Background: an optimization exercise with open tools, aiming at small area, a short achievable clock period and few clock cycles per item. Do not read the settings as production practice.
RTL that was checked went through simulation tests only; none was proved equivalent to the original.
Only the layout flow was run in run 7; the RTL was not checked for function there.
Power is estimated from default activity; no workload was simulated.

## flow/design.v

```verilog
package imem_pkg;
    localparam int DEPTH_LOG2_DEF = 8;
    localparam int DATA_W         = 16;
    localparam int ADDR_W         = 16;
endpackage
module lat_counter (
    input  logic clk,
    input  logic rst,
    output logic zero_o
);
    assign zero_o = 1'b1;
endmodule
module imem_sel #(
    parameter int N = 4
) (
    input  logic [N-1:0]                         sel_i,
    input  logic [N*imem_pkg::DATA_W-1:0]        in_i,    
    output logic [imem_pkg::DATA_W-1:0]          out_o
);
    always_comb begin
        out_o = '0;
        for (int k = 0; k < N; k++)
            out_o = out_o | ({imem_pkg::DATA_W{sel_i[k]}} & in_i[k*imem_pkg::DATA_W +: imem_pkg::DATA_W]);
    end
endmodule
module imem_resp (
    input  logic              clk,
    input  logic              rst,
    input  logic              req,
    input  logic              wr,
    input  logic [imem_pkg::ADDR_W-1:0] addr,
    input  logic [imem_pkg::DATA_W-1:0] data_in,
    output logic [imem_pkg::DATA_W-1:0] data_out,
    output logic              stall,
    output logic              done,
    output logic              err
);
    localparam int DEPTH_LOG2 = imem_pkg::DEPTH_LOG2_DEF;
    localparam int DEPTH      = 1 << DEPTH_LOG2;
    localparam int DW         = imem_pkg::DATA_W;
    logic [DW-1:0] mem_q [DEPTH];
    logic [DW-1:0] data_out_q, data_out_d;
    logic          done_q, err_q;
    logic [DEPTH_LOG2-1:0] idx;
    logic                  mem_we;
    logic                  mem_re;
    assign idx    = addr[DEPTH_LOG2:1];
    assign mem_we = req && !rst && !addr[0] &&  wr;
    assign mem_re = req && !addr[0] && !wr;
    logic [7:0] dec0, dec1;
    logic [3:0] dec2;
    always_comb begin
        for (int k = 0; k < 8; k++) dec0[k] = (idx[2:0] == k);
        for (int k = 0; k < 8; k++) dec1[k] = (idx[5:3] == k);
        for (int k = 0; k < 4; k++) dec2[k] = (idx[7:6] == k);
    end
    logic [DW-1:0] rd_l1 [32];
    logic [DW-1:0] rd_l2 [4];
    for (genvar g = 0; g < 32; g++) begin : g_l1
        logic [8*DW-1:0] in_w;
        for (genvar k = 0; k < 8; k++) begin : g_in
            assign in_w[k*DW +: DW] = mem_q[8 * g + k];
        end
        imem_sel #(.N(8)) u_sel (.sel_i(dec0), .in_i(in_w), .out_o(rd_l1[g]));
    end
    for (genvar g = 0; g < 4; g++) begin : g_l2
        logic [8*DW-1:0] in_w;
        for (genvar k = 0; k < 8; k++) begin : g_in
            assign in_w[k*DW +: DW] = rd_l1[8 * g + k];
        end
        imem_sel #(.N(8)) u_sel (.sel_i(dec1), .in_i(in_w), .out_o(rd_l2[g]));
    end
    logic       rd_en, hold;
    logic [4:0] sel3;
    assign rd_en = mem_re && !rst;
    assign hold  = !mem_re && !rst;
    always_comb begin
        for (int k = 0; k < 4; k++) sel3[k] = dec2[k] && rd_en;
        sel3[4] = hold;
    end
    begin : g_l3
        logic [5*DW-1:0] in_w;
        for (genvar k = 0; k < 4; k++) begin : g_in
            assign in_w[k*DW +: DW] = rd_l2[k];
        end
        assign in_w[4*DW +: DW] = data_out_q;
        imem_sel #(.N(5)) u_sel (.sel_i(sel3), .in_i(in_w), .out_o(data_out_d));
    end
    always_ff @(posedge clk) begin
        data_out_q <= data_out_d;
        if (rst) begin
            done_q <= 1'b0;
            err_q  <= 1'b0;
        end else begin
            done_q <= req;
            err_q  <= req && addr[0];
        end
    end
    always_ff @(posedge clk) begin
        if (mem_we) begin
            mem_q[idx] <= data_in;
        end
    end
    assign data_out = data_out_q;
    assign stall    = 1'b0;
    assign done     = done_q;
    assign err      = err_q;
endmodule
```

## flow/flow/run.sh

```bash
#!/bin/bash
# Standard ORFS layout (standard synthesis unchanged), with two changes:
#  - port buffers are plain buf_2 cells instead of the default delay buffer,
#  - timing repair may resize cells across footprints, so port buffers and
#    other cells on critical paths can be upsized.
# The full make output is kept in standard.log; ORFS keeps each step's log
# under orfs/logs/.
set -euo pipefail
bash standard.sh MATCH_CELL_FOOTPRINT=0 \
    "BUFFER_PORTS_ARGS=-buffer_cell sky130_fd_sc_hd__buf_2" \
    finish > standard.log 2>&1
```

## flow/standard.sh

```bash
#!/bin/bash
# synth_recipe.tcl (not shown) runs the flow's synth.tcl, then flattens the netlist and writes it again
# the make line also repeats each setting of config.mk as NAME=value (left out here)
make -C /OpenROAD-flow-scripts/flow DESIGN_CONFIG=/design/flow/config.mk WORK_HOME=/design/flow/orfs CLKGATE_MAP_FILE= SYNTH_SCRIPT=/design/flow/synth_recipe.tcl "${@:-finish}"
```

## flow/config.mk

```make
export PLATFORM = sky130hd
export DESIGN_NAME = imem_resp
export DESIGN_NICKNAME = imem_resp
export VERILOG_FILES = /design/flow/design.v
export SDC_FILE = /design/flow/constraint.sdc
export NUM_CORES = 4
export LEC_CHECK = 0
export CAP_MARGIN = 20
export CORE_MARGIN = 2
export CORE_UTILIZATION = 40
export CTS_CLUSTER_DIAMETER = 100
export CTS_CLUSTER_SIZE = 24
export SETUP_SLACK_MARGIN = 3.0
export SLEW_MARGIN = 20
export SYNTH_HIERARCHICAL = 1
export SYNTH_MINIMUM_KEEP_SIZE = 0
export TNS_END_PERCENT = 5
```

## flow/constraint.sdc

```tcl
create_clock -name core_clock -period 5.0 [get_ports {clk}]
set_input_delay 1.0000 -clock core_clock [delete_from_list [all_inputs] [get_ports {clk}]]
set_output_delay 1.0000 -clock core_clock [all_outputs]
set_load 0.01 [all_outputs]
```

==> results.json, run 1 <==
{
  "ys.warnings.count": 11,
  "fin_crit_sh_pct": 60.6,
  "cap_violations": 0,
  "synth_seq_cells": 4114,
  "clockBufferDepth": 4,
  "cts_sinks": 4114,
  "drive_above_1_share_pct": 20.0,
  "yosys.cell_types.count": 37,
  "hold_violations": 0,
  "ys_seq_area_share_pct": 79.7,
  "grt_pass1_wl_um": 616000,
  "drc_errors": 0,
  "fmax_mhz": 330,
  "cp.arrival_ns": 3.85,
  "fin_tns_setup_ns": 0,
  "ir_worst_vdd_v": 0.000276,
  "grt_antenna_before_repair": 10,
  "clk_pin_slew_worst_paths_ns": 0.10,
  "fin_skew_ns": 0.0543,
  "grt_start_max_net_pins": 147,
  "rsz0062_at_grt": "yes",
  "ant_nets": 0,
  "postSynthCellCount": 8057,
  "slew_viol_final": 0,
  "power_mw": 59.3,
  "dp_hpwl_um": 239000,
  "fill_cells": 32200,
  "root_buffer": "clkbuf_16",
  "hold_path_class": "input pin to flip-flop",
  "p_leak_nw": 52.1,
  "wl_per_cell_um": 32.8,
  "drt_iter0_markers": 12000,
  "tightest_slew_ns": 1.37,
  "slew_headroom_pct": 8.92,
  "via_per_inst": 6.26,
  "cp_cell_sequence": "clkbuf_16, and3b_4, buf_12, buf_16, buf_16, buf_4, a22oi_1, nand4_1, a22oi_1, nand4_1, a22oi_2, nand2_1",
  "nNetsFinal": 8384,
  "ff2ff_path_depth": 6,
  "syn_area_um2": 155000,
  "whs_path_depth": 2,
  "status": "no timing/DRC/antenna violations",
  "report.final.setup_viol": 0,
  "initial_utilization_pct": 40.2,
  "synth-edff-count": 4096,
  "io_pins": 55,
  "drt_first_pass_iters": 7,
  "cts_tree": "done",
  "cpMaxStageDelayCell": "nand4_1",
  "cpPeakStageDelay_ns": 0.54,
  "die_area_um2": 392000,
  "via_count": 85000,
  "worst_setup_path_start_kind": "input pin",
  "crit_required_ns": 5.81,
  "ys_async_sr_fraction_pct": 0,
  "die_h_um": 626,
  "clk_latency_ns": 0.92,
  "port_buffers": 46,
  "syn2layout_area_growth_pct": 12.2,
  "wl_um": 446000,
  "finish.utilization_pct": 45.1,
  "cts_buffers": 195,
  "track_usage_pct": 21.8,
  "synth_flop_cell": "edfxtp_1",
  "die_w_um": 626,
  "crit_fanout": 8,
  "power_density_nw_per_um2": 341,
  "crit_type": "input pin to flip-flop",
  "grt_pass1_vias": 80100,
  "finalCriticalPeriod_ns": 3.03,
  "gp_congestion": 0.860,
  "cts_hold_buf": 0,
  "syn_nets": 8093,
  "num_rows": 228,
  "end_kind": "flip-flop",
  "grt-ovfl-total": 0,
  "htreeDepth": 4,
  "coreArea_um2": 385000,
  "avgSynthCellArea_um2": 19.2
}
[Yosys cell counts, types with 4 or more instances]
cell type	instances	share of area [%]
buf_8	36	0.35
nor4_4	12	0.16
a222oi_1	16	0.10
buf_6	551	4.0
nand2_1	20	0.048
a22oi_1	2212	11
buf_4	4	0.019
nor2_1	11	0.027
nor4_2	34	0.27
buf_2	47	0.15
clkbuf_1	52	0.13
edfxtp_1	4096	79
nand2b_1	4	0.016
nand4_1	577	2.3
buf_1	10	0.024
nor4_1	210	0.85
nor3b_1	5	0.024
a22oi_2	108	0.87
nand4bb_1	7	0.051
dfxtp_1	18	0.23
[through the flow]
step	cell area [um2]	hold slack, ns	std cells	worst slack (ns)
after CTS	173000	0.231	13500	2.26
after global placement	163000	0.457	13100	0.642
after global routing	174000	0.277	13600	2.11
final	174000	0.289	13600	1.97
after floorplan	157000	0.510	8057	1.64
after detailed placement	163000	0.468	13100	0.606
[critical path: cells and delay by family]
family / cells / cell delay, ns
compound gates: 3 / 1.04
buf+inv: 5 / 0.77
simple gates: 4 / 0.97
[power by group]
part | switching (mW) | leakage [nW] | internal (mW)
logic | 2.74 | 12.5 | 1.01
clock network | 10.3 | 2.60 | 7.36
registers | 0.00859 | 36.9 | 37.9
total | 13.1 | 52.1 | 46.2
[logic make-up after synthesis]
logic type / after synthesis / share of synthesized area (%)
flops: 4114 / 79.7
buf+inv: 706 / 4.72
other cells: 1 / 0.00242
compound gates: 2337 / 11.7
simple gates: 899 / 3.90
[routing by layer]
layer  vias to the layer above  part of all wire, %  GRT usage (%)
met4                         2                  3.4           6.68
met2                      4374                   48           35.0
met5                         -               0.0020              0
met3                       559                  9.2           3.57
li1                      34900                    -              -
met1                     45200                   40           30.4
[state kept, by name (all words and copies together) (netlist names)]
signal / flops
done_q: 1
mem_q: 4096
err_q: 1
data_out_q: 16
[final cells by class]
| type | instances | area [um2] | area share [%] |
|---|---|---|---|
| Antenna cell | 17 | 42.5 | 0.0245 |
| Tap cell | 5175 | 6470 | 3.73 |
| Timing Repair Buffer | 791 | 9270 | 5.34 |
| Sequential cell | 4114 | 123000 | 71.0 |
| Clock buffer | 227 | 5060 | 2.91 |
| Inverter | 1 | 7.51 | 0.00432 |
| Multi-Input combinational cell | 3245 | 29300 | 16.8 |
| Clock inverter | 17 | 265 | 0.153 |
[worst paths after layout]
path,to,from,slack [ns]
hold reg to reg,data_out_q[13],data_out_q[13],0.50
setup / recovery,data_out_q[6],addr[1],1.97
setup reg to reg,data_out_q[1],mem_q[186][1],2.59
hold / removal,done_q,rst,0.29
[timing repair]
action | 4_1_cts | 5_1_grt
hold endpoints to repair | 0 | 0
setup buffers | 110 | 26
pin swaps | 154 | 100
endpoints found under the setup margin | 4130 | 4031
gates resized for setup | 379 | 108
cloned | 55 | 14
[cell usage in the layout, fill, tap and decap left out, types with 3 or more instances in the layout]
cell type / netlist / layout
edfxtp_1: 4096 / 4096
a22oi_1: 2212 / 1960
nand4_1: 577 / 577
buf_4: 4 / 459
a22oi_2: 108 / 360
nor4_4: 12 / 256
clkbuf_16: 0 / 250
buf_12: 2 / 114
buf_6: 551 / 81
buf_8: 36 / 32
clkbuf_1: 52 / 29
buf_2: 47 / 27
buf_16: 0 / 26
diode_2: 0 / 17
nand2_1: 20 / 17
dfxtp_1: 18 / 17
a222oi_1: 16 / 16
nor2_4: 0 / 9
nand4bb_4: 0 / 5
nand2b_4: 0 / 5
or4b_4: 1 / 4
inv_6: 0 / 4
nand4b_2: 3 / 3
nor3b_4: 0 / 3
and3b_4: 0 / 3
clkinv_8: 0 / 3
Testbench counts, summed over its fixed seeds: cycles 16,000, items 16,000.
==> inputs of run 2 (changes only) <==
--- a/flow/config.mk
+++ b/flow/config.mk
@@ -11,5 +11,5 @@
 export CTS_CLUSTER_DIAMETER = 100
 export CTS_CLUSTER_SIZE = 24
-export SETUP_SLACK_MARGIN = 3.0
+export SETUP_SLACK_MARGIN = 2.0
 export SLEW_MARGIN = 20
 export SYNTH_HIERARCHICAL = 1
==> results.json, run 2 <==
{
  "hold_path_class": "input pin to flip-flop",
  "die_w_um": 626,
  "nNetsFinal": 8285,
  "yosysTopAreaCellShare_pct": 79.4,
  "cpMaxStageDelayCell": "a22oi_2",
  "final_common_cell": "edfxtp_1",
  "root_buffer": "clkbuf_16",
  "crit_required_ns": 5.81,
  "wl_um": 435000,
  "slew_viol_final": 0,
  "cp_cell_sequence": "buf_16, buf_12, nor3b_4, buf_12, buf_12, buf_16, buf_16, buf_6, buf_4, a22oi_2, nand4_1, a22oi_2, nand4_1, a22oi_2, nand2_1",
  "power_density_nw_per_um2": 345,
  "p_leak_nw": 51.1,
  "cts_hold_buf": 0,
  "port_buffers": 46,
  "clockBufferDepth": 4,
  "regMostFlops": "mem_q",
  "grt-ovfl-total": 0,
  "finalCriticalPeriod_ns": 3.25,
  "reg_top3": "mem_q (4096), data_out_q (16)",
  "cts_sinks": 4114,
  "synth_seq_cells": 4114,
  "synth_flop_cell": "edfxtp_1",
  "initial_utilization_pct": 40.2,
  "drive_above_1_share_pct": 17.9,
  "placed_cells": 13100,
  "p_int_mw": 46.0,
  "finish.utilization_pct": 44.4,
  "yosys.cell_types.count": 37,
  "via_per_inst": 6.24,
  "num_rows": 228,
  "clk_pin_slew_worst_paths_ns": 0.10,
  "stdcell_count": 13500,
  "report.final.setup_viol": 0,
  "die_h_um": 626,
  "grt_pass1_vias": 80200,
  "clk_latency_ns": 0.98,
  "crit_type": "input pin to flip-flop",
  "pre_cts_slack_ns": 0.304,
  "netlist_top_cells_count": "4096 x edfxtp_1, 2212 x a22oi_1, 577 x nand4_1",
  "synth_top_area_cell": "edfxtp_1",
  "hold_violations": 0,
  "synth-edff-count": 4096,
  "fin_crit_sh_pct": 65.0,
  "synth.most_common_cell": "edfxtp_1",
  "largest_register_ffs": 4096,
  "comb_power_share_pct": 6.0,
  "syn_area_um2": 155000,
  "dp_hpwl_um": 243000,
  "htreeDepth": 4,
  "switchingPower_mw": 13.0,
  "wl_per_cell_um": 32.3,
  "ir_worst_vdd_v": 0.000316,
  "io_pins": 55,
  "drt_iter0_markers": 11900,
  "syn_nets": 8093,
  "crit_family": "buffers and inverters",
  "grt_start_max_net_pins": 138,
  "syn2layout_area_growth_pct": 10.5,
  "tightest_slew_ns": 1.31,
  "end_kind": "flip-flop",
  "slew_headroom_pct": 12.4,
  "layout_common_cells": "4096 x edfxtp_1, 2054 x a22oi_1, 577 x nand4_1",
  "cp.arrival_ns": 4.06,
  "rsz0062_at_grt": "yes",
  "fin_ws_ns": 1.75,
  "p_sw_share_pct": 22.0,
  "grt_antenna_before_repair": 23,
  "worst_setup_path_start_kind": "input pin",
  "yosys-top-cells-area": "edfxtp_1 79%, a22oi_1 11%, buf_6 4.0%",
  "grt_pass1_wl_um": 599000,
  "drc_errors": 0,
  "critPathBufInv": 8,
  "cpPeakStageDelay_ns": 0.49,
  "cts_buffers": 196,
  "avgSynthCellArea_um2": 19.2,
  "gp_congestion": 0.879,
  "fin_skew_ns": 0.0573,
  "coreArea_um2": 385000,
  "via_count": 84000,
  "crit_fanout": 8,
  "fin_tns_setup_ns": 0,
  "cap_violations": 0,
  "ys.warnings.count": 11,
  "p_seq_share_pct": 64.2,
  "ys_seq_area_share_pct": 79.7,
  "ant_nets": 0,
  "drt_first_pass_iters": 6,
  "ys_async_sr_fraction_pct": 0,
  "fmax_mhz": 308,
  "die_area_um2": 392000,
  "pwr-share-clk_pct": 29.7,
  "cts_tree": "done",
  "status": "no timing/DRC/antenna violations",
  "track_usage_pct": 21.1,
  "postSynthCellCount": 8057
}
==> run 2: cell counts after synthesis <==
No cell type changed its count.
==> run 2: repair_timing <==
item | 4_1_cts | 5_1_grt
setup endpoints to repair | 16 | 302
setup buffers | 16 | 47
resized for setup | 106 | 107
pin swaps | 38 | 93
gates cloned | 6 | 20
==> run 2: area by class of cell <==
| cell class | count | area [um2] |
|---|---|---|
| tap | 5175 | 6470 |
| multi-input combinational | 3240 | 28700 |
| fill | 32500 | 214000 |
| clock buffer | 208 | 5010 |
| timing repair buffer | 696 | 7310 |
| inverter | 1 | 3.75 |
| antenna | 8 | 20.0 |
| clock inverter | 16 | 214 |
| sequential | 4114 | 123000 |
==> run 2: worst paths after layout <==
kind,slack [ns],start,end,cells past startpoint
setup reg to reg,2.49,mem_q[40][14],data_out_q[14],6
hold / removal,0.45,rst,done_q,2
hold reg to reg,0.49,data_out_q[9],data_out_q[9],2
setup / recovery,1.75,addr[2],data_out_q[15],15
==> run 2: cell families after synthesis <==
logic type | share of synthesized area [%]
flops | 79.7
compound gates | 11.7
buf+inv | 4.72
other cells | 0.00242
simple gates | 3.90
==> run 2: power by group through the flow <==
| stage | registers (mW) | clock network [mW] | logic, mW |
|---|---|---|---|
| 2_1_floorplan | 38.7 | 0 | 1.64 |
| 3_3_place_gp | 38.7 | 0 | 3.23 |
| 3_5_place_dp | 38.7 | 0 | 3.29 |
| 4_1_cts | 37.9 | 17.7 | 3.37 |
| 5_1_grt | 37.9 | 18.8 | 3.67 |
| 6_report | 37.9 | 17.5 | 3.56 |
==> run 2: per-layer routing <==
| metal | vias up | track usage, % | wire [um] |
|---|---|---|---|
| met5 | - | 0 | 85 |
| met1 | 44300 | 29.6 | 173000 |
| met2 | 4480 | 33.9 | 206000 |
| met4 | 12 | 5.99 | 12400 |
| li1 | 34600 | - | - |
| met3 | 529 | 3.53 | 43300 |
==> run 2: metrics by stage <==
step	instance area, um2	power [mW]	hold slack [ns]
floorplan	156000	40.3	0.510
global placement	163000	41.9	0.464
detailed placement	164000	42.0	0.459
CTS	170000	59.0	0.405
global route	171000	60.4	0.423
finish	171000	59.0	0.453
==> inputs of run 3 (changes only) <==
--- a/flow/design.v
+++ b/flow/design.v
@@ -14,13 +14,9 @@
     parameter int N = 4
 ) (
-    input  logic [N-1:0]                         sel_i,
-    input  logic [N*imem_pkg::DATA_W-1:0]        in_i,    
-    output logic [imem_pkg::DATA_W-1:0]          out_o
+    input  logic [N-1:0] sel_i,
+    input  logic [N-1:0] in_i,
+    output logic         out_o
 );
-    always_comb begin
-        out_o = '0;
-        for (int k = 0; k < N; k++)
-            out_o = out_o | ({imem_pkg::DATA_W{sel_i[k]}} & in_i[k*imem_pkg::DATA_W +: imem_pkg::DATA_W]);
-    end
+    assign out_o = |(sel_i & in_i);
 endmodule
 module imem_resp (
@@ -57,18 +53,4 @@
     logic [DW-1:0] rd_l1 [32];
     logic [DW-1:0] rd_l2 [4];
-    for (genvar g = 0; g < 32; g++) begin : g_l1
-        logic [8*DW-1:0] in_w;
-        for (genvar k = 0; k < 8; k++) begin : g_in
-            assign in_w[k*DW +: DW] = mem_q[8 * g + k];
-        end
-        imem_sel #(.N(8)) u_sel (.sel_i(dec0), .in_i(in_w), .out_o(rd_l1[g]));
-    end
-    for (genvar g = 0; g < 4; g++) begin : g_l2
-        logic [8*DW-1:0] in_w;
-        for (genvar k = 0; k < 8; k++) begin : g_in
-            assign in_w[k*DW +: DW] = rd_l1[8 * g + k];
-        end
-        imem_sel #(.N(8)) u_sel (.sel_i(dec1), .in_i(in_w), .out_o(rd_l2[g]));
-    end
     logic       rd_en, hold;
     logic [4:0] sel3;
@@ -79,11 +61,27 @@
         sel3[4] = hold;
     end
-    begin : g_l3
-        logic [5*DW-1:0] in_w;
-        for (genvar k = 0; k < 4; k++) begin : g_in
-            assign in_w[k*DW +: DW] = rd_l2[k];
+    for (genvar b = 0; b < DW; b++) begin : g_bit
+        for (genvar g = 0; g < 32; g++) begin : g_l1
+            logic [7:0] in_b;
+            for (genvar k = 0; k < 8; k++) begin : g_in
+                assign in_b[k] = mem_q[8 * g + k][b];
+            end
+            imem_sel #(.N(8)) u_sel (.sel_i(dec0), .in_i(in_b), .out_o(rd_l1[g][b]));
         end
-        assign in_w[4*DW +: DW] = data_out_q;
-        imem_sel #(.N(5)) u_sel (.sel_i(sel3), .in_i(in_w), .out_o(data_out_d));
+        for (genvar g = 0; g < 4; g++) begin : g_l2
+            logic [7:0] in_b;
+            for (genvar k = 0; k < 8; k++) begin : g_in
+                assign in_b[k] = rd_l1[8 * g + k][b];
+            end
+            imem_sel #(.N(8)) u_sel (.sel_i(dec1), .in_i(in_b), .out_o(rd_l2[g][b]));
+        end
+        begin : g_l3
+            logic [4:0] in_b;
+            for (genvar k = 0; k < 4; k++) begin : g_in
+                assign in_b[k] = rd_l2[k][b];
+            end
+            assign in_b[4] = data_out_q[b];
+            imem_sel #(.N(5)) u_sel (.sel_i(sel3), .in_i(in_b), .out_o(data_out_d[b]));
+        end
     end
     always_ff @(posedge clk) begin
--- a/flow/config.mk
+++ b/flow/config.mk
@@ -11,5 +11,5 @@
 export CTS_CLUSTER_DIAMETER = 100
 export CTS_CLUSTER_SIZE = 24
-export SETUP_SLACK_MARGIN = 2.0
+export SETUP_SLACK_MARGIN = 3.0
 export SLEW_MARGIN = 20
 export SYNTH_HIERARCHICAL = 1
==> results.json, run 3 <==
{
  "status": "no timing/DRC/antenna violations",
  "ir_worst_vdd_v": 0.000297,
  "fin_skew_ns": 0.0630,
  "clk_latency_ns": 0.95,
  "via_count": 85000,
  "die_h_um": 611,
  "grt_antenna_before_repair": 13,
  "cts_buffers": 199,
  "cts_tree": "done",
  "postSynthCellCount": 7485,
  "regMostFlops": "mem_q",
  "grt-ovfl-total": 0,
  "htreeDepth": 4,
  "worst_setup_path_start_kind": "input pin",
  "grt_pass1_vias": 80700,
  "ys_seq_area_share_pct": 83.7,
  "slew_headroom_pct": 16.2,
  "syn2layout_area_growth_pct": 15.4,
  "finish.instance_area_um2": 170000,
  "clockBufferDepth": 4,
  "slew_viol_final": 0,
  "netlist_top_cells_count": "4096 x edfxtp_1, 2320 x a22oi_1, 578 x nand4_1",
  "drive_above_1_share_pct": 18.2,
  "synth_seq_cells": 4114,
  "via_per_inst": 6.44,
  "clk_pin_slew_worst_paths_ns": 0.09,
  "power_mw": 58.9,
  "synth_flop_cell": "edfxtp_1",
  "root_buffer": "clkbuf_16",
  "synth.most_common_cell": "edfxtp_1",
  "end_kind": "flip-flop",
  "crit_type": "input pin to flip-flop",
  "drc_errors": 0,
  "yosys-top-cells-area": "edfxtp_1 83%, a22oi_1 12%, nand4_1 2.5%",
  "cts_sinks": 4114,
  "fmax_mhz": 347,
  "wl_per_cell_um": 34.0,
  "crit_fanout": 8,
  "finalCriticalPeriod_ns": 2.88,
  "io_pins": 55,
  "final_common_cell": "edfxtp_1",
  "drt_first_pass_iters": 9,
  "syn_area_um2": 147000,
  "layout_common_cells": "4096 x edfxtp_1, 2102 x a22oi_1, 578 x nand4_1",
  "cp.arrival_ns": 3.72,
  "largest_register_ffs": 4096,
  "tightest_slew_ns": 1.26,
  "fin_crit_sh_pct": 57.6,
  "num_rows": 222,
  "synth_top_area_cell": "edfxtp_1",
  "ys.warnings.count": 9,
  "grt_pass1_wl_um": 620000,
  "ys_async_sr_fraction_pct": 0,
  "track_usage_pct": 23.2,
  "syn_nets": 7521,
  "grt_start_max_net_pins": 188,
  "drt_iter0_markers": 13400,
  "ant_nets": 0,
  "hold_violations": 0,
  "gp_congestion": 0.867,
  "ff2ff_path_depth": 7,
  "dp_hpwl_um": 234000,
  "whs_path_depth": 2,
  "yosys.cell_types.count": 33,
  "die_w_um": 611,
  "yosysTopAreaCellShare_pct": 83.5,
  "rsz0062_at_grt": "yes",
  "die_area_um2": 373000,
  "placed_cell_area_um2": 160000,
  "initial_utilization_pct": 40.2,
  "reg_top3": "mem_q (4096), data_out_q (16)",
  "port_buffers": 46,
  "avgSynthCellArea_um2": 19.7,
  "power_density_nw_per_um2": 347,
  "cts_hold_buf": 0,
  "coreArea_um2": 366000,
  "crit_required_ns": 5.84,
  "hold_path_class": "input pin to flip-flop",
  "report.final.setup_viol": 0,
  "hold_ws_ns": 0.250,
  "wl_um": 449000,
  "p_leak_nw": 50.1,
  "synth-edff-count": 4096,
  "nNetsFinal": 8391,
  "cap_violations": 0
}
## run 3: worst max-delay path, stage by stage
cell and delay, ns:
buf_16 0.12, clkinvlp_4 0.09, buf_6 0.13, nor2_4 0.08, buf_12 0.16, buf_12 0.15, a22oi_2 0.12, nand4_1 0.23
a22oi_2 0.55, nand4_1 0.45, a22oi_1 0.31, buf_4 0.22, nand2_1 0.06
## run 3: report_power, final
| group | switching [mW] | leakage, nW | total, mW | internal (mW) |
|---|---|---|---|---|
| logic | 2.53 | 10.6 | 3.49 | 0.953 |
| registers | 0.00970 | 36.9 | 37.9 | 37.9 |
| clock network | 10.2 | 2.56 | 17.6 | 7.34 |
| total | 12.8 | 50.1 | 58.9 | 46.2 |
## run 3: routing by layer
| layer | global-route usage (%) | share of wire (%) | vias up |
|---|---|---|---|
| met5 | 0 | 0.079 | - |
| met4 | 7.85 | 3.6 | 6 |
| met3 | 4.41 | 11 | 700 |
| met2 | 36.6 | 47 | 5129 |
| met1 | 32.3 | 39 | 44500 |
| li1 | - | - | 34700 |
## run 3: logic make-up (layout without fill, tap and decap cells)
logic type	count (synthesis)	in the layout	synth area share (%)
and+or+nand+nor	904	908	3.90
DFF	4114	4114	83.7
buffers and inverters	129	1023	0.435
AOI/OAI and AO/OA	2337	2337	11.9
other	1	5	0.00255
## run 3: what timing repair did
action / CTS / global route
endpoints found under the setup margin: 3858 / 3614
pin swaps: 113 / 112
cloned: 73 / 20
gates resized for setup: 320 / 145
buffers inserted: 80 / 35
## run 3: area by class of cell
cell class,instances,area (um2)
well taps,4816,6030
clock inverters,9,145
flip-flops and latches,4114,123000
multi-input cells,3246,26200
clock buffers,220,5100
fillers,30200,196000
diodes,4,10.0
repair buffers,793,9150
inverters,1,7.51
## run 3: through the flow
step	util (%)	TNS, ns	setup slack (ns)	instances
after detailed placement	43.6	0	0.621	12800
after global routing	46.4	0	2.11	13200
final	46.5	0	2.12	13200
after CTS	46.1	0	2.30	13100
after floorplan	-	-112.07	-7.10	7485
after global placement	43.6	0	0.647	12800
## run 3: worst paths after layout
check / end / slack, ns / from
hold / removal: done_q / 0.25 / rst
hold reg to reg: data_out_q[6] / 0.50 / data_out_q[6]
setup / recovery: data_out_q[1] / 2.12 / addr[3]
setup reg to reg: data_out_q[1] / 2.51 / mem_q[93][1]
Testbench counts of run 3, summed over its fixed seeds: cycles 16,000, items 16,000.
==> inputs of run 4 (changes only) <==
--- a/flow/config.mk
+++ b/flow/config.mk
@@ -10,8 +10,8 @@
 export CORE_UTILIZATION = 40
 export CTS_CLUSTER_DIAMETER = 100
-export CTS_CLUSTER_SIZE = 24
+export CTS_CLUSTER_SIZE = 28
 export SETUP_SLACK_MARGIN = 3.0
 export SLEW_MARGIN = 20
 export SYNTH_HIERARCHICAL = 1
 export SYNTH_MINIMUM_KEEP_SIZE = 0
-export TNS_END_PERCENT = 5
+export TNS_END_PERCENT = 2
==> results.json, run 4 <==
{
  "status": "no timing/DRC/antenna violations",
  "coreArea_um2": 366000,
  "placed_cells": 12800,
  "drt_iter0_markers": 13700,
  "hold_violations": 0,
  "ir_worst_vdd_v": 0.000286,
  "die_w_um": 611,
  "cts_hold_buf": 0,
  "root_buffer": "clkbuf_16",
  "die_h_um": 611,
  "avgSynthCellArea_um2": 19.7,
  "cap_violations": 0,
  "crit_type": "input pin to flip-flop",
  "use_met2_pct": 36.7,
  "yosysTopAreaCellShare_pct": 83.5,
  "fmax_mhz": 336,
  "nNetsFinal": 8378,
  "grt-ovfl-total": 0,
  "synth-edff-count": 4096,
  "netlist_top_cells_count": "4096 x edfxtp_1, 2320 x a22oi_1, 578 x nand4_1",
  "cpPeakStageDelay_ns": 0.52,
  "grtUsageMet3_pct": 4.12,
  "reg_top3": "mem_q (4096), data_out_q (16)",
  "grt_pass1_wl_um": 619000,
  "wl_per_cell_um": 34.3,
  "stdcell_count": 13200,
  "cp_cell_sequence": "buf_16, buf_12, nor2_4, buf_4, buf_12, a22oi_2, nand4_1, a22oi_2, nand4_1, a222oi_1, nand2_1",
  "synth_seq_cells": 4114,
  "fill_cells": 30300,
  "via_per_inst": 6.44,
  "syn_nets": 7521,
  "die_area_um2": 373000,
  "cts_sinks": 4114,
  "syn2layout_area_growth_pct": 15.0,
  "grt_antenna_before_repair": 16,
  "rsz0062_at_grt": "yes",
  "hold_path_class": "input pin to flip-flop",
  "worst_setup_path_start_kind": "input pin",
  "via_count": 84900,
  "initial_utilization_pct": 40.2,
  "grt_start_max_net_pins": 188,
  "power_density_nw_per_um2": 342,
  "tightest_slew_ns": 1.22,
  "ys.warnings.count": 9,
  "fin_ws_ns": 2.02,
  "grt_pass1_vias": 80400,
  "slew_headroom_pct": 18.4,
  "layout_common_cells": "4096 x edfxtp_1, 2115 x a22oi_1, 578 x nand4_1",
  "yosys.cell_types.count": 33,
  "final_common_cell": "edfxtp_1",
  "cpMaxStageDelayCell": "a22oi_2",
  "num_rows": 222,
  "track_usage_pct": 23.2,
  "busiest_layer": "met2",
  "finalCriticalPeriod_ns": 2.98,
  "drc_errors": 0,
  "synth_top_area_cell": "edfxtp_1",
  "synth.most_common_cell": "edfxtp_1",
  "synth_flop_cell": "edfxtp_1",
  "crit_fanout": 67,
  "pre_cts_slack_ns": 0.621,
  "fin_crit_sh_pct": 59.5,
  "end_kind": "flip-flop",
  "dp_hpwl_um": 234000,
  "drive_above_1_share_pct": 17.8,
  "ys_seq_area_share_pct": 83.7,
  "yosys-top-cells-area": "edfxtp_1 83%, a22oi_1 12%, nand4_1 2.5%",
  "port_buffers": 46,
  "wl_um": 453000,
  "cts_tree": "done",
  "ys_async_sr_fraction_pct": 0,
  "cts_buffers": 174,
  "largest_register_ffs": 4096,
  "htreeDepth": 4,
  "report.final.setup_viol": 0,
  "clk_latency_ns": 0.91,
  "gr-usage-met1_pct": 32.5,
  "clockBufferDepth": 4,
  "cp.arrival_ns": 3.77,
  "drt_first_pass_iters": 8,
  "clk_pin_slew_worst_paths_ns": 0.11,
  "fin_skew_ns": 0.0461,
  "slew_viol_final": 0,
  "p_leak_nw": 49.7,
  "crit_required_ns": 5.80,
  "gp_congestion": 0.867,
  "ant_nets": 0,
  "io_pins": 55,
  "syn_area_um2": 147000,
  "postSynthCellCount": 7485,
  "regMostFlops": "mem_q"
}
run 4: kinds of logic after synthesis:
| group | Yosys count | synth area share (%) |
|---|---|---|
| flops | 4114 | 83.7 |
| compound gates | 2337 | 11.9 |
| simple gates | 904 | 3.90 |
| buf+inv | 129 | 0.435 |
| other cells | 1 | 0.00255 |
run 4: cell type report:
cell class | count | area, um2 | area share (%)
timing repair buffer | 805 | 9280 | 5.48
antenna | 10 | 25.0 | 0.0148
sequential | 4114 | 123000 | 72.8
clock buffer | 194 | 4510 | 2.66
clock inverter | 9 | 109 | 0.0643
tap | 4816 | 6030 | 3.56
multi-input combinational | 3246 | 26100 | 15.4
inverter | 1 | 7.51 | 0.00443
run 4: power by group:
part / switching [mW] / total [mW] / leakage (nW) / internal (mW)
clock: 10.1 / 16.6 / 2.26 / 6.51
sequential: 0.00961 / 37.9 / 36.9 / 37.9
combinational: 2.56 / 3.53 / 10.5 / 0.970
total: 12.6 / 58.0 / 49.7 / 45.4
run 4: path summary, 6_finish.rpt:
kind | cells after the start | from | slack, ns | endpoint
setup / recovery | 11 | addr[3] | 2.02 | data_out_q[14]
hold / removal | 2 | rst | 0.29 | done_q
setup reg to reg | 7 | mem_q[93][1] | 2.50 | data_out_q[1]
hold reg to reg | 2 | data_out_q[1] | 0.50 | data_out_q[1]
run 4: routing by layer:
layer  part of all wire, %  wire length (um)
met5                     0                 0
met4                   3.7             16500
met3                    11             48300
met2                    47            212000
met1                    39            176000
run 4: critical path: cells and delay by family:
| family | cells | cell delay (ns) |
|---|---|---|
| AOI/OAI and AO/OA | 3 | 1.25 |
| and+or+nand+nor | 4 | 0.82 |
| buffers and inverters | 4 | 0.54 |
run 4: what timing repair did:
action	4_1_cts	5_1_grt
buffers inserted	81	50
pin swaps	131	95
gates cloned	72	17
resized for setup	300	83
endpoints found under the setup margin	3902	3895
run 4: stage by stage:
step | setup TNS (ns) | utilization, % | power [mW] | cell area (um2) | hold WS (ns)
final | 0 | 46.3 | 58.0 | 169000 | 0.292
after global routing | 0 | 46.3 | 59.3 | 169000 | 0.286
after CTS | 0 | 45.9 | 57.9 | 168000 | 0.237
after detailed placement | 0 | 43.6 | 41.6 | 160000 | 0.467
after global placement | 0 | 43.6 | 41.6 | 160000 | 0.472
after floorplan | -112.07 | - | 40.0 | 147000 | 0.440
==> inputs of run 5 (changes only) <==
--- a/flow/design.v
+++ b/flow/design.v
@@ -19,4 +19,11 @@
 );
     assign out_o = |(sel_i & in_i);
+endmodule
+module imem_nor2 (
+    input  logic a_n_i,
+    input  logic b_n_i,
+    output logic y_o
+);
+    assign y_o = !(a_n_i || b_n_i);
 endmodule
 module imem_resp (
@@ -95,7 +102,16 @@
         end
     end
+    logic [15:0]    we_row_n, we_col_n;
+    logic [DEPTH-1:0] word_we;
+    always_comb begin
+        for (int r = 0; r < 16; r++) we_row_n[r] = !(mem_we && (idx[7:4] == r));
+        for (int c = 0; c < 16; c++) we_col_n[c] = !(idx[3:0] == c);
+    end
+    for (genvar i = 0; i < DEPTH; i++) begin : g_we
+        imem_nor2 u_we (.a_n_i(we_row_n[i / 16]), .b_n_i(we_col_n[i % 16]), .y_o(word_we[i]));
+    end
     always_ff @(posedge clk) begin
-        if (mem_we) begin
-            mem_q[idx] <= data_in;
+        for (int i = 0; i < DEPTH; i++) begin
+            if (word_we[i]) mem_q[i] <= data_in;
         end
     end
--- a/flow/config.mk
+++ b/flow/config.mk
@@ -10,8 +10,8 @@
 export CORE_UTILIZATION = 40
 export CTS_CLUSTER_DIAMETER = 100
-export CTS_CLUSTER_SIZE = 28
+export CTS_CLUSTER_SIZE = 24
 export SETUP_SLACK_MARGIN = 3.0
 export SLEW_MARGIN = 20
 export SYNTH_HIERARCHICAL = 1
 export SYNTH_MINIMUM_KEEP_SIZE = 0
-export TNS_END_PERCENT = 2
+export TNS_END_PERCENT = 5
==> results.json, run 5 <==
{
  "fmax_mhz": 330,
  "grt_pass1_wl_um": 603000,
  "clk_latency_ns": 0.92,
  "htreeDepth": 4,
  "coreArea_um2": 363000,
  "fin_crit_sh_pct": 60.6,
  "fin_ws_ns": 1.97,
  "die_w_um": 608,
  "synth_flop_cell": "edfxtp_1",
  "final_common_cell": "edfxtp_1",
  "clk_pin_slew_worst_paths_ns": 0.10,
  "port_buffers": 46,
  "crit_required_ns": 5.79,
  "drt_first_pass_iters": 9,
  "grt_pass1_vias": 78400,
  "finish.utilization_pct": 46.7,
  "crit_fanout": 7,
  "wl_per_cell_um": 33.7,
  "fin_skew_ns": 0.0801,
  "slew_headroom_pct": 19.5,
  "die_area_um2": 370000,
  "num_rows": 221,
  "power_density_nw_per_um2": 347,
  "grt-ovfl-total": 0,
  "regMostFlops": "mem_q",
  "synth_seq_cells": 4114,
  "report.final.setup_viol": 0,
  "fin_tns_setup_ns": 0,
  "postSynthCellCount": 7388,
  "syn2layout_area_growth_pct": 16.0,
  "drt_iter0_markers": 13900,
  "layout_common_cells": "4096 x edfxtp_1, 2085 x a22oi_1, 582 x nand4_1",
  "ir_worst_vdd_v": 0.000294,
  "syn_nets": 7424,
  "syn_area_um2": 146000,
  "ys_seq_area_share_pct": 84.4,
  "hold_violations": 0,
  "clockBufferDepth": 4,
  "root_buffer": "clkbuf_16",
  "drc_errors": 0,
  "end_kind": "flip-flop",
  "cap_violations": 0,
  "yosys-top-cells-area": "edfxtp_1 84%, a22oi_1 12%, nand4_1 2.5%",
  "finish.instance_area_um2": 169000,
  "finalCriticalPeriod_ns": 3.03,
  "synth_top_area_cell": "edfxtp_1",
  "drive_above_1_share_pct": 17.7,
  "crit_type": "input pin to flip-flop",
  "gp_congestion": 0.845,
  "synth.most_common_cell": "edfxtp_1",
  "io_pins": 55,
  "cts_sinks": 4114,
  "yosys.cell_types.count": 22,
  "nNetsFinal": 8483,
  "die_h_um": 608,
  "p_leak_nw": 50.4,
  "hold_path_class": "input pin to flip-flop",
  "grt_antenna_before_repair": 15,
  "worst_setup_path_start_kind": "input pin",
  "yosysTopAreaCellShare_pct": 84.2,
  "tightest_slew_ns": 1.21,
  "synth-edff-count": 4096,
  "avgSynthCellArea_um2": 19.8,
  "grt_start_max_net_pins": 160,
  "status": "no timing/DRC/antenna violations",
  "via_count": 84400,
  "largest_register_ffs": 4096,
  "reg_top3": "mem_q (4096), data_out_q (16)",
  "track_usage_pct": 22.7,
  "via_per_inst": 6.35,
  "wl_um": 449000,
  "slew_viol_final": 0,
  "cts_tree": "done",
  "netlist_top_cells_count": "4096 x edfxtp_1, 2320 x a22oi_1, 582 x nand4_1",
  "rsz0062_at_grt": "yes",
  "cts_buffers": 197,
  "cp.arrival_ns": 3.82,
  "ys.warnings.count": 11,
  "pre_cts_slack_ns": 0.251,
  "initial_utilization_pct": 40.2,
  "placed_cell_area_um2": 158000,
  "dp_hpwl_um": 244000,
  "ant_nets": 0,
  "ys_async_sr_fraction_pct": 0
}
## run 5: changes by cell type in the layout (fill, tap and decap cells not counted), moves of 22 or more
cell	previous run	this run
a22oi_1	2115	2085
buf_6	46	68
nor2_1	2	119
nor4_2	125	0
a22oi_2	205	235
nor2_2	0	119
buf_12	75	123
nor3_2	111	2
## run 5: worst max-delay path: stages
cell and delay [ns]:
buf_16 0.10, nor3_4 0.05, buf_12 0.13, buf_16 0.16, buf_12 0.17, buf_16 0.16, buf_6 0.11, a22oi_2 0.17
nand4_1 0.25, a22oi_2 0.39, nand4_1 0.50, a22oi_2 0.31, buf_6 0.18, nand2_2 0.06
## run 5: Yosys stat by module, one instance, submodules excluded, excerpt
module | times used | area [um2] | flip-flops and latches | cells inside
imem_nor2 | 256 | 3.75 | 0 | 1
imem_resp | 1 | 124000 | 4114 | 4204
## run 5: final timing paths
check / from / to / slack, ns / cells after the start
setup / recovery: addr[3] / data_out_q[10] / 1.97 / 14
hold / removal: rst / done_q / 0.32 / 2
setup reg to reg: mem_q[80][14] / data_out_q[14] / 2.56 / 7
hold reg to reg: data_out_q[9] / data_out_q[9] / 0.63 / 2
## run 5: power breakdown
group | total [mW] | switching [mW] | leakage, nW | internal (mW)
Sequential | 37.9 | 0.0150 | 36.9 | 37.9
Clock | 17.5 | 10.1 | 2.55 | 7.34
Combinational | 3.43 | 2.44 | 10.9 | 0.986
## run 5: what timing repair did
item | in CTS | in global routing
setup buffers | 82 | 57
gates cloned | 36 | 45
endpoints found under the setup margin | 4130 | 4130
pin swaps | 75 | 173
gates resized for setup | 250 | 330
hold buffers | 0 | 0
## run 5: kinds of logic after synthesis
group	synth area share, %
other	0.00257
AOI/OAI and AO/OA	12.0
DFF	84.4
buffers and inverters	0.104
and+or+nand+nor	3.43
## run 5: per-stage QoR
| stage | instances | total power, mW | hold slack (ns) |
|---|---|---|---|
| global route | 13300 | 60.1 | 0.292 |
| detailed placement | 12800 | 41.6 | 0.617 |
| finish | 13300 | 58.8 | 0.319 |
| CTS | 13200 | 58.7 | 0.259 |
| global placement | 12800 | 41.6 | 0.626 |
| floorplan | 7388 | 40.0 | 0.440 |
## run 5: area by class of cell
class                      instances  area, um2
timing repair buffer             875      10300
sequential                      4114     123000
clock buffer                     233       5150
fill                           29900     194000
clock inverter                     4       73.8
tap                             4794       6000
multi-input combinational       3259      24500
antenna                           11       27.5
## run 5: routing by layer
metal / wire [um] / share of wire [%] / GRT usage [%]
met5: 19 / 0.0042 / 0
met4: 15400 / 3.4 / 7.48
met3: 49400 / 11 / 3.85
met2: 211000 / 47 / 35.9
met1: 173000 / 38 / 32.1
Testbench counts of run 5, summed over its fixed seeds: cycles 16,000, items 16,000.
==> inputs of run 6 (changes only) <==
--- a/flow/config.mk
+++ b/flow/config.mk
@@ -8,5 +8,5 @@
 export CAP_MARGIN = 20
 export CORE_MARGIN = 2
-export CORE_UTILIZATION = 40
+export CORE_UTILIZATION = 46
 export CTS_CLUSTER_DIAMETER = 100
 export CTS_CLUSTER_SIZE = 24
@@ -15,3 +15,3 @@
 export SYNTH_HIERARCHICAL = 1
 export SYNTH_MINIMUM_KEEP_SIZE = 0
-export TNS_END_PERCENT = 5
+export TNS_END_PERCENT = 2
==> results.json, run 6 <==
{
  "placed_cell_area_um2": 158000,
  "synth_xor_area_share_pct": 0,
  "clk_latency_ns": 0.93,
  "nNetsFinal": 8400,
  "largest_register_ffs": 4096,
  "netlist_top_cells_count": "4096 x edfxtp_1, 2320 x a22oi_1, 582 x nand4_1",
  "port_buffers": 46,
  "postSynthCellCount": 7388,
  "root_buffer": "clkbuf_16",
  "status": "no timing/DRC/antenna violations",
  "grt_start_max_net_pins": 138,
  "cts_tree": "done",
  "synth_top_area_cell": "edfxtp_1",
  "ir_worst_vdd_v": 0.000322,
  "grtUsageMet3_pct": 4.24,
  "final_common_cell": "edfxtp_1",
  "critPathBufInv": 3,
  "synth_top_family_by_area": "compound AO/OA/AOI/OAI gates",
  "clockBufferDepth": 4,
  "stdcell_count": 12600,
  "via_count": 82800,
  "avgSynthCellArea_um2": 19.8,
  "rsz0062_at_grt": "yes",
  "syn2layout_area_growth_pct": 13.9,
  "cp.arrival_ns": 3.70,
  "grt_pass1_wl_um": 591000,
  "fmax_mhz": 341,
  "fin_tns_setup_ns": 0,
  "clk_pin_slew_worst_paths_ns": 0.09,
  "yosys.cell_types.count": 22,
  "gr-usage-met1_pct": 36.4,
  "cts_sinks": 4114,
  "synthSimpleGateAreaFrac_pct": 3.43,
  "finish.utilization_pct": 52.8,
  "ys_async_sr_fraction_pct": 0,
  "ant_nets": 0,
  "cpPeakStageDelay_ns": 0.64,
  "hold_violations": 0,
  "multi_input_comb_area_um2": 24400,
  "grt_antenna_before_repair": 14,
  "grt-ovfl-total": 0,
  "cts_hold_buf": 0,
  "dp_hpwl_um": 244000,
  "slew_headroom_pct": 17.5,
  "worst_setup_path_start_kind": "input pin",
  "use_met2_pct": 40.7,
  "busiest_layer": "met2",
  "die_w_um": 568,
  "cap_violations": 0,
  "drt_first_pass_iters": 11,
  "cts_buffers": 197,
  "fin_skew_ns": 0.0665,
  "synth-edff-count": 4096,
  "via_per_inst": 6.58,
  "synth_mux_area_share_pct": 0,
  "hold_path_class": "input pin to flip-flop",
  "cp_cell_sequence": "clkbuf_16, and3b_4, buf_12, buf_12, a22oi_1, nand4_1, a22oi_2, nand4_1, a22oi_2, nand2_1",
  "finish.instance_area_um2": 166000,
  "yosys-top-cells-area": "edfxtp_1 84%, a22oi_1 12%, nand4_1 2.5%",
  "wl_um": 431000,
  "htreeDepth": 4,
  "fill_cells": 24700,
  "num_rows": 206,
  "regMostFlops": "mem_q",
  "regArea_um2": 123000,
  "synth-compound-area-share_pct": 12.0,
  "ys.warnings.count": 11,
  "grt_pass1_vias": 78200,
  "track_usage_pct": 25.6,
  "fin_crit_sh_pct": 58.6,
  "crit_family": "compound AO/OA/AOI/OAI gates",
  "drive_above_1_share_pct": 16.7,
  "wl_per_cell_um": 34.3,
  "hold_ws_ns": 0.323,
  "slew_viol_final": 0,
  "syn_nets": 7424,
  "report.final.setup_viol": 0,
  "crit_required_ns": 5.77,
  "cpMaxStageDelayCell": "a22oi_2",
  "yosysTopAreaCellShare_pct": 84.2,
  "layout_common_cells": "4096 x edfxtp_1, 2100 x a22oi_1, 582 x nand4_1",
  "synth.most_common_cell": "edfxtp_1",
  "p_leak_nw": 49.6,
  "reg_top3": "mem_q (4096), data_out_q (16)",
  "synthAdderAreaFrac_pct": 0,
  "die_h_um": 568,
  "drc_errors": 0,
  "placed_cells": 12200,
  "ys_seq_area_share_pct": 84.4,
  "drt_iter0_markers": 12100,
  "die_area_um2": 322000,
  "end_kind": "flip-flop",
  "io_pins": 55,
  "tightest_slew_ns": 1.24,
  "gp_congestion": 0.867,
  "syn_area_um2": 146000,
  "crit_type": "input pin to flip-flop",
  "crit_fanout": 22,
  "synth_flop_cell": "edfxtp_1",
  "initial_utilization_pct": 46.3,
  "coreArea_um2": 315000,
  "power_density_nw_per_um2": 352,
  "synth_seq_cells": 4114,
  "finalCriticalPeriod_ns": 2.93
}
[run 6: final timing paths]
path                        from             end  slack, ns  depth (start not counted)
hold / removal               rst          done_q       0.32                          2
hold reg to reg   data_out_q[15]  data_out_q[15]       0.48                          2
setup / recovery         addr[3]   data_out_q[1]       2.07                         10
setup reg to reg   mem_q[82][10]  data_out_q[10]       2.71                          7
[run 6: metrics by stage]
| step | total power [mW] | worst slack [ns] |
|---|---|---|
| after global placement | 41.5 | 0.623 |
| final | 58.6 | 2.07 |
| after detailed placement | 41.6 | 0.647 |
| after floorplan | 40.0 | -9.49 |
| after CTS | 58.6 | 2.23 |
| after global routing | 59.9 | 2.16 |
[run 6: kinds of logic after synthesis]
| group | after synthesis |
|---|---|
| buffers and inverters | 23 |
| DFF | 4114 |
| other | 1 |
| and+or+nand+nor | 914 |
| AOI/OAI and AO/OA | 2336 |
[run 6: per-module statistics from Yosys, one instance, submodules excluded, excerpt]
module     cell area [um2]  times used  flops+latches
imem_resp           124000           1           4114
imem_nor2             3.75         256              0
[run 6: what timing repair did]
item / CTS / global route
setup buffers: 45 / 37
cloned: 19 / 25
gates resized for setup: 215 / 197
setup endpoints to repair: 4130 / 4130
pin swaps: 44 / 139
[run 6: worst register-to-register path, delay by kind of cell, from the launching register on]
kind                   cells  cell delay, ns
DFF                        1            0.37
and+or+nand+nor            3            0.67
AOI/OAI and AO/OA          3            0.99
buffers and inverters      1            0.17
[run 6: where the power goes]
group          internal, mW  switching (mW)
Sequential             37.9          0.0132
Combinational         0.896            2.33
Clock                  7.30            10.1
Total                  46.1            12.5
[run 6: final cells by class]
| type | instances | share of cell area (%) |
|---|---|---|
| antenna | 5 | 0.00752 |
| clock buffer | 232 | 3.09 |
| clock inverter | 7 | 0.0481 |
| multi-input combinational | 3259 | 14.6 |
| sequential | 4114 | 74.1 |
| tap | 4160 | 3.13 |
| timing repair buffer | 792 | 4.99 |
[run 6: metal layers]
| layer | vias up | part of all wire (%) | routed length [um] |
|---|---|---|---|
| met4 | 4 | 3.3 | 14200 |
| met3 | 571 | 9.9 | 42800 |
| li1 | 34300 | - | - |
| met5 | - | 0.0063 | 27 |
| met2 | 4464 | 48 | 205000 |
| met1 | 43400 | 39 | 169000 |
==> inputs of run 7 (changes only) <==
==> flow/design.v (replaced) <==
package imem_pkg;
    typedef enum logic [1:0] {
        ST_IDLE = 2'd0,
        ST_BUSY = 2'd1,
        ST_DONE = 2'd2
    } state_e;
    localparam int DEPTH_LOG2_DEF = 8;
    localparam int LATENCY_DEF    = 2;
    localparam int CNT_W          = 4;
    localparam int DATA_W         = 16;
    localparam int ADDR_W         = 16;
endpackage
module lat_counter (
    input  logic             clk,
    input  logic             rst,
    input  logic             load_i,
    input  logic [imem_pkg::CNT_W-1:0] load_val_i,
    input  logic             dec_i,
    output logic             zero_o
);
    logic [imem_pkg::CNT_W-1:0] count_q;
    always_ff @(posedge clk) begin
        if (rst) begin
            count_q <= '0;
        end else if (load_i) begin
            count_q <= load_val_i;
        end else if (dec_i && (count_q != '0)) begin
            count_q <= count_q - 1'b1;
        end
    end
    assign zero_o = (count_q == '0);
endmodule
module imem_resp #(
    parameter int DEPTH_LOG2 = imem_pkg::DEPTH_LOG2_DEF,
    parameter int LATENCY    = imem_pkg::LATENCY_DEF
) (
    input  logic              clk,
    input  logic              rst,
    input  logic              req,
    input  logic              wr,
    input  logic [imem_pkg::ADDR_W-1:0] addr,
    input  logic [imem_pkg::DATA_W-1:0] data_in,
    output logic [imem_pkg::DATA_W-1:0] data_out,
    output logic              stall,
    output logic              done,
    output logic              err
);
    localparam int DEPTH = 1 << DEPTH_LOG2;
    localparam logic [imem_pkg::CNT_W-1:0] LOAD_VAL = (LATENCY >= 2) ? imem_pkg::CNT_W'(LATENCY - 2) : '0;
    imem_pkg::state_e            state_q, state_d;
    logic              wr_q;
    logic [imem_pkg::ADDR_W-1:0] addr_q;
    logic [imem_pkg::DATA_W-1:0] data_q;
    logic [imem_pkg::DATA_W-1:0] data_out_q;
    logic              stall_q, done_q, err_q;
    logic [imem_pkg::DATA_W-1:0] mem_q [DEPTH];
    logic                  accept;
    logic                  cnt_zero;
    logic                  op_wr;
    logic [imem_pkg::ADDR_W-1:0]     op_addr;
    logic [imem_pkg::DATA_W-1:0]     op_data;
    logic [DEPTH_LOG2-1:0] op_idx;
    logic                  completing;
    logic                  mem_we;
    logic                  mem_re;
    logic                  unused_addr_hi;
    lat_counter u_lat_counter (
        .clk        (clk),
        .rst        (rst),
        .load_i     (accept && (LATENCY >= 2)),
        .load_val_i (LOAD_VAL),
        .dec_i      (state_q == imem_pkg::ST_BUSY),
        .zero_o     (cnt_zero)
    );
    always_comb begin
        state_d = imem_pkg::ST_IDLE;
        accept  = 1'b0;
        op_wr   = wr_q;
        op_addr = addr_q;
        op_data = data_q;
        case (state_q)
            imem_pkg::ST_BUSY: begin
                state_d = cnt_zero ? imem_pkg::ST_DONE : imem_pkg::ST_BUSY;
            end
            default: begin
                if (req) begin
                    accept  = 1'b1;
                    state_d = (LATENCY >= 2) ? imem_pkg::ST_BUSY : imem_pkg::ST_DONE;
                    op_wr   = wr;
                    op_addr = addr;
                    op_data = data_in;
                end
            end
        endcase
        completing = !rst && (state_d == imem_pkg::ST_DONE);
        mem_we     = completing && !op_addr[0] && op_wr;
        mem_re     = completing && !op_addr[0] && !op_wr;
    end
    assign op_idx = op_addr[DEPTH_LOG2:1];
    assign unused_addr_hi = |(op_addr >> (DEPTH_LOG2 + 1));
    always_ff @(posedge clk) begin
        if (rst) begin
            state_q    <= imem_pkg::ST_IDLE;
            wr_q       <= 1'b0;
            addr_q     <= '0;
            data_q     <= '0;
            data_out_q <= '0;
            stall_q    <= 1'b0;
            done_q     <= 1'b0;
            err_q      <= 1'b0;
        end else begin
            state_q <= state_d;
            if (accept) begin
                wr_q   <= wr;
                addr_q <= addr;
                data_q <= data_in;
            end
            if (mem_re) begin
                data_out_q <= mem_q[op_idx];
            end
            stall_q <= (state_d == imem_pkg::ST_BUSY);
            done_q  <= (state_d == imem_pkg::ST_DONE);
            err_q   <= (state_d == imem_pkg::ST_DONE) && op_addr[0];
        end
    end
    always_ff @(posedge clk) begin
        if (mem_we) begin
            mem_q[op_idx] <= op_data;
        end
    end
    assign data_out = data_out_q;
    assign stall    = stall_q;
    assign done     = done_q;
    assign err      = err_q;
endmodule
==> flow/run.sh (new file) <==
#!/bin/bash
# synth_recipe.tcl (not shown) runs the flow's synth.tcl, then flattens the netlist and writes it again
# the make line also repeats each setting of config.mk as NAME=value (left out here)
make -C /OpenROAD-flow-scripts/flow DESIGN_CONFIG=/design/flow/config.mk WORK_HOME=/design/flow/orfs CLKGATE_MAP_FILE= SYNTH_SCRIPT=/design/flow/synth_recipe.tcl finish
==> flow/config.mk (replaced) <==
export PLATFORM = sky130hd
export DESIGN_NAME = imem_resp
export DESIGN_NICKNAME = imem_resp
export VERILOG_FILES = /design/flow/design.v
export SDC_FILE = /design/flow/constraint.sdc
export NUM_CORES = 4
export LEC_CHECK = 0
export CAP_MARGIN = 20
export CORE_MARGIN = 2
export CORE_UTILIZATION = 40
export SLEW_MARGIN = 20
removed: flow/flow/run.sh
removed: flow/standard.sh
==> results.json, run 7 <==
{
  "critPathBufInv": 4,
  "finish.instance_area_um2": 195000,
  "io_pins": 55,
  "grt_pass1_vias": 99300,
  "synthAdderAreaFrac_pct": 0.0153,
  "netlist_top_cells_count": "4096 x edfxtp_1, 1150 x nand2_1, 1027 x mux2i_1",
  "grt_antenna_before_repair": 43,
  "crit_required_ns": 5.82,
  "drc_errors": 0,
  "gp_congestion": 0.960,
  "finalCriticalPeriod_ns": 4.85,
  "drive_above_1_share_pct": 18.5,
  "rsz0062_at_grt": "no",
  "die_area_um2": 414000,
  "final_common_cell": "edfxtp_1",
  "fin_crit_sh_pct": 96.9,
  "synth_flop_cell": "edfxtp_1",
  "htreeDepth": 5,
  "yosys-top-cells-area": "edfxtp_1 75%, mux2i_1 6.3%, nand2_1 2.6%",
  "num_rows": 234,
  "coreArea_um2": 406000,
  "yosys.cell_types.count": 87,
  "fill_cells": 34300,
  "ys_async_sr_fraction_pct": 0,
  "layout_common_cells": "4096 x edfxtp_1, 1128 x nand2_1, 1024 x mux2i_1",
  "hold_violations": 0,
  "stdcell_count": 17200,
  "crit_family": "simple AND/OR/NAND/NOR gates",
  "root_buffer": "clkbuf_16",
  "avgSynthCellArea_um2": 15.7,
  "cpPeakStageDelay_ns": 0.68,
  "dp_hpwl_um": 361000,
  "placed_cells": 16400,
  "p_int_mw": 57.9,
  "syn2layout_area_growth_pct": 19.5,
  "via_per_inst": 6.09,
  "p_leak_nw": 64.5,
  "synth-compound-area-share_pct": 8.20,
  "synth_xor_area_share_pct": 0.0107,
  "cts_tree": "done",
  "crit_fanout": 60,
  "crit_type": "flip-flop to flip-flop",
  "report.final.setup_viol": 0,
  "ir_worst_vdd_v": 0.000333,
  "synthSimpleGateAreaFrac_pct": 6.77,
  "status": "no timing/DRC/antenna violations",
  "die_w_um": 643,
  "synth_seq_cells": 4146,
  "fin_skew_ns": 0.0808,
  "ys_seq_area_share_pct": 75.9,
  "clk_latency_ns": 1.02,
  "wl_per_cell_um": 32.3,
  "tightest_slew_ns": 1.23,
  "drt_first_pass_iters": 9,
  "via_count": 105000,
  "die_h_um": 643,
  "yosysTopAreaCellShare_pct": 75.3,
  "syn_nets": 10500,
  "largest_register_ffs": 4096,
  "comb_power_share_pct": 9.7,
  "p_seq_share_pct": 50.5,
  "cp.arrival_ns": 5.66,
  "slew_viol_final": 0,
  "fmax_mhz": 206,
  "ys.warnings.count": 2,
  "clockBufferDepth": 4,
  "postSynthCellCount": 10400,
  "synth_top_area_cell": "edfxtp_1",
  "clk_pin_slew_worst_paths_ns": 0.06,
  "slew_headroom_pct": 17.0,
  "reg_top3": "mem_q (4096), data_out_q (16), data_q (16)",
  "cap_violations": 0,
  "pwr-share-clk_pct": 39.7,
  "wl_um": 557000,
  "syn_area_um2": 163000,
  "hold_path_class": "input pin to flip-flop",
  "initial_utilization_pct": 40.2,
  "p_sw_share_pct": 24.2,
  "synth_top_family_by_area": "compound AO/OA/AOI/OAI gates",
  "grt_start_max_net_pins": 113,
  "regMostFlops": "mem_q",
  "cpMaxStageDelayCell": "nor2b_4",
  "cts_sinks": 4146,
  "synth-edff-count": 4096,
  "grt_pass1_wl_um": 771000,
  "switchingPower_mw": 18.5,
  "ant_nets": 0,
  "track_usage_pct": 26.2,
  "finish.utilization_pct": 48.0,
  "fin_tns_setup_ns": 0,
  "placed_cell_area_um2": 182000,
  "drt_iter0_markers": 16200,
  "cts_buffers": 416,
  "cp_cell_sequence": "nor2b_4, o21ai_4, nand2_8, buf_12, buf_12, mux2i_1, a211oi_1, or4_1, o211ai_1, buf_4, nor4bb_2, buf_4, a311oi_1",
  "port_buffers": 47,
  "worst_setup_path_start_kind": "flip-flop",
  "end_kind": "flip-flop",
  "grt-ovfl-total": 0,
  "synth.most_common_cell": "edfxtp_1",
  "nNetsFinal": 11500,
  "synth_mux_area_share_pct": 7.04,
  "power_density_nw_per_um2": 392
}
[run 7: changes by cell type after synthesis, sizes merged, moves of 368 or more]
cell,before,now
o22ai,0,467
mux2i,0,1027
nand3,9,377
buf,19,395
nand4,582,29
nand2,26,1152
a22oi,2320,63
[run 7: kinds of logic after synthesis]
logic type | count (synthesis)
buf+inv | 747
xor+xnor | 2
mux | 1084
flops | 4146
fa+ha+maj | 2
simple gates | 2442
compound gates | 2015
[run 7: worst register-to-register path, cell delays in order (launching register included)]
cell and delay [ns]:
dfxtp_1 0.42, nor2b_4 0.68, o21ai_4 0.25, nand2_8 0.38, buf_12 0.22, buf_12 0.40
mux2i_1 0.33, a211oi_1 0.16, or4_1 0.55, o211ai_1 0.15, buf_4 0.20, nor4bb_2 0.67
buf_4 0.23, a311oi_1 0.08
[run 7: cell type report]
cell class | instances | area (um2) | share of cell area [%]
sequential | 4146 | 124000 | 63.5
multi-input combinational | 5545 | 37000 | 19.0
timing repair buffer | 1326 | 14100 | 7.22
clock buffer | 504 | 10900 | 5.57
tap | 5428 | 6790 | 3.48
clock inverter | 266 | 2350 | 1.20
antenna | 20 | 50.0 | 0.0256
inverter | 4 | 15.0 | 0.00769
[run 7: worst paths after layout]
check	startpoint	to	slack, ns	cells after the start
hold / removal	rst	done_q	0.30	2
setup / recovery	state_q[0]	data_out_q[6]	0.15	13
hold reg to reg	addr_q[0]	err_q	0.50	2
setup reg to reg	state_q[0]	data_out_q[6]	0.15	13
[run 7: timing repair]
| action | 4_1_cts | 5_1_grt |
|---|---|---|
| hold buffers | 0 | 0 |
| cloned | 0 | 0 |
| resized for setup | 1 | 1 |
| endpoints found under the setup margin | 1 | 1 |
| buffers inserted | 0 | 0 |
[run 7: power groups by stage]
stage	registers (mW)	clock network (mW)	logic (mW)
floorplan	39.5	0	3.36
finish	38.6	30.4	7.45
global placement	39.4	0	7.13
detailed placement	39.4	0	7.24
CTS	38.6	30.6	7.27
global route	38.6	32.0	7.64
[run 7: metrics by stage]
| step | total power [mW] | setup WS, ns | hold WS (ns) |
|---|---|---|---|
| after detailed placement | 46.6 | -0.755 | 0.480 |
| after global routing | 78.2 | 0.122 | 0.279 |
| after global placement | 46.5 | -0.737 | 0.471 |
| final | 76.5 | 0.154 | 0.298 |
| after CTS | 76.5 | 0.0879 | 0.242 |
| after floorplan | 42.9 | -1.14 | 0.444 |
[run 7: metal layers]
layer / track usage, % / share of wire [%] / wire length, um
met5: 0 / 0.038 / 213
met4: 12.1 / 5.5 / 30800
met3: 5.97 / 12 / 65800
met2: 40.1 / 45 / 249000
met1: 35.5 / 38 / 211000

==> re-timing with driven ports <==
No port has a modelled driver above. Below, the same layouts with a new extraction and two added sets of constraints. Step 1: set_driving_cell puts a clkbuf_16 on clk and a buf_2 on each other input, an assumption about the parent block. Step 2 also shifts input and output timing later by t, the mid clock arrival at the registers, as if the neighbouring blocks saw the same clock. Slacks: ideal / step 1 / step 2; pairs: ideal / step 1.
| run | t (ns) | setup WS [ns] | hold slack, ns | clock arrival spread, ns | pins driven straight from the clock port |
|---|---|---|---|---|---|
| run 1 | 1.008 | 1.968 / 1.835 / 0.827 | 0.289 / 0.209 / 0.500 | 0.074 / 0.074 | 1 |
| run 2 | 1.032 | 1.750 / 1.787 / 0.755 | 0.453 / 0.445 / 0.485 | 0.098 / 0.098 | 1 |
| run 3 | 1.024 | 2.119 / 2.066 / 1.042 | 0.250 / 0.185 / 0.495 | 0.098 / 0.098 | 1 |
| run 4 | 1.003 | 2.023 / 1.960 / 0.957 | 0.292 / 0.211 / 0.500 | 0.068 / 0.068 | 1 |
| run 5 | 0.999 | 1.969 / 1.829 / 0.829 | 0.319 / 0.241 / 0.632 | 0.099 / 0.099 | 1 |
| run 6 | 1.022 | 2.068 / 1.986 / 0.965 | 0.323 / 0.234 / 0.478 | 0.090 / 0.091 | 1 |
| run 7 | 1.085 | 0.154 / 0.154 / -0.500 | 0.298 / 0.218 / 0.495 | 0.083 / 0.084 | 1 |
With both steps, setup timing fails in run 7, where it was met with ideal ports. The setup slack of run 1, which loses most, moves by -0.133 ns with the drivers and by -1.141 ns with both steps.
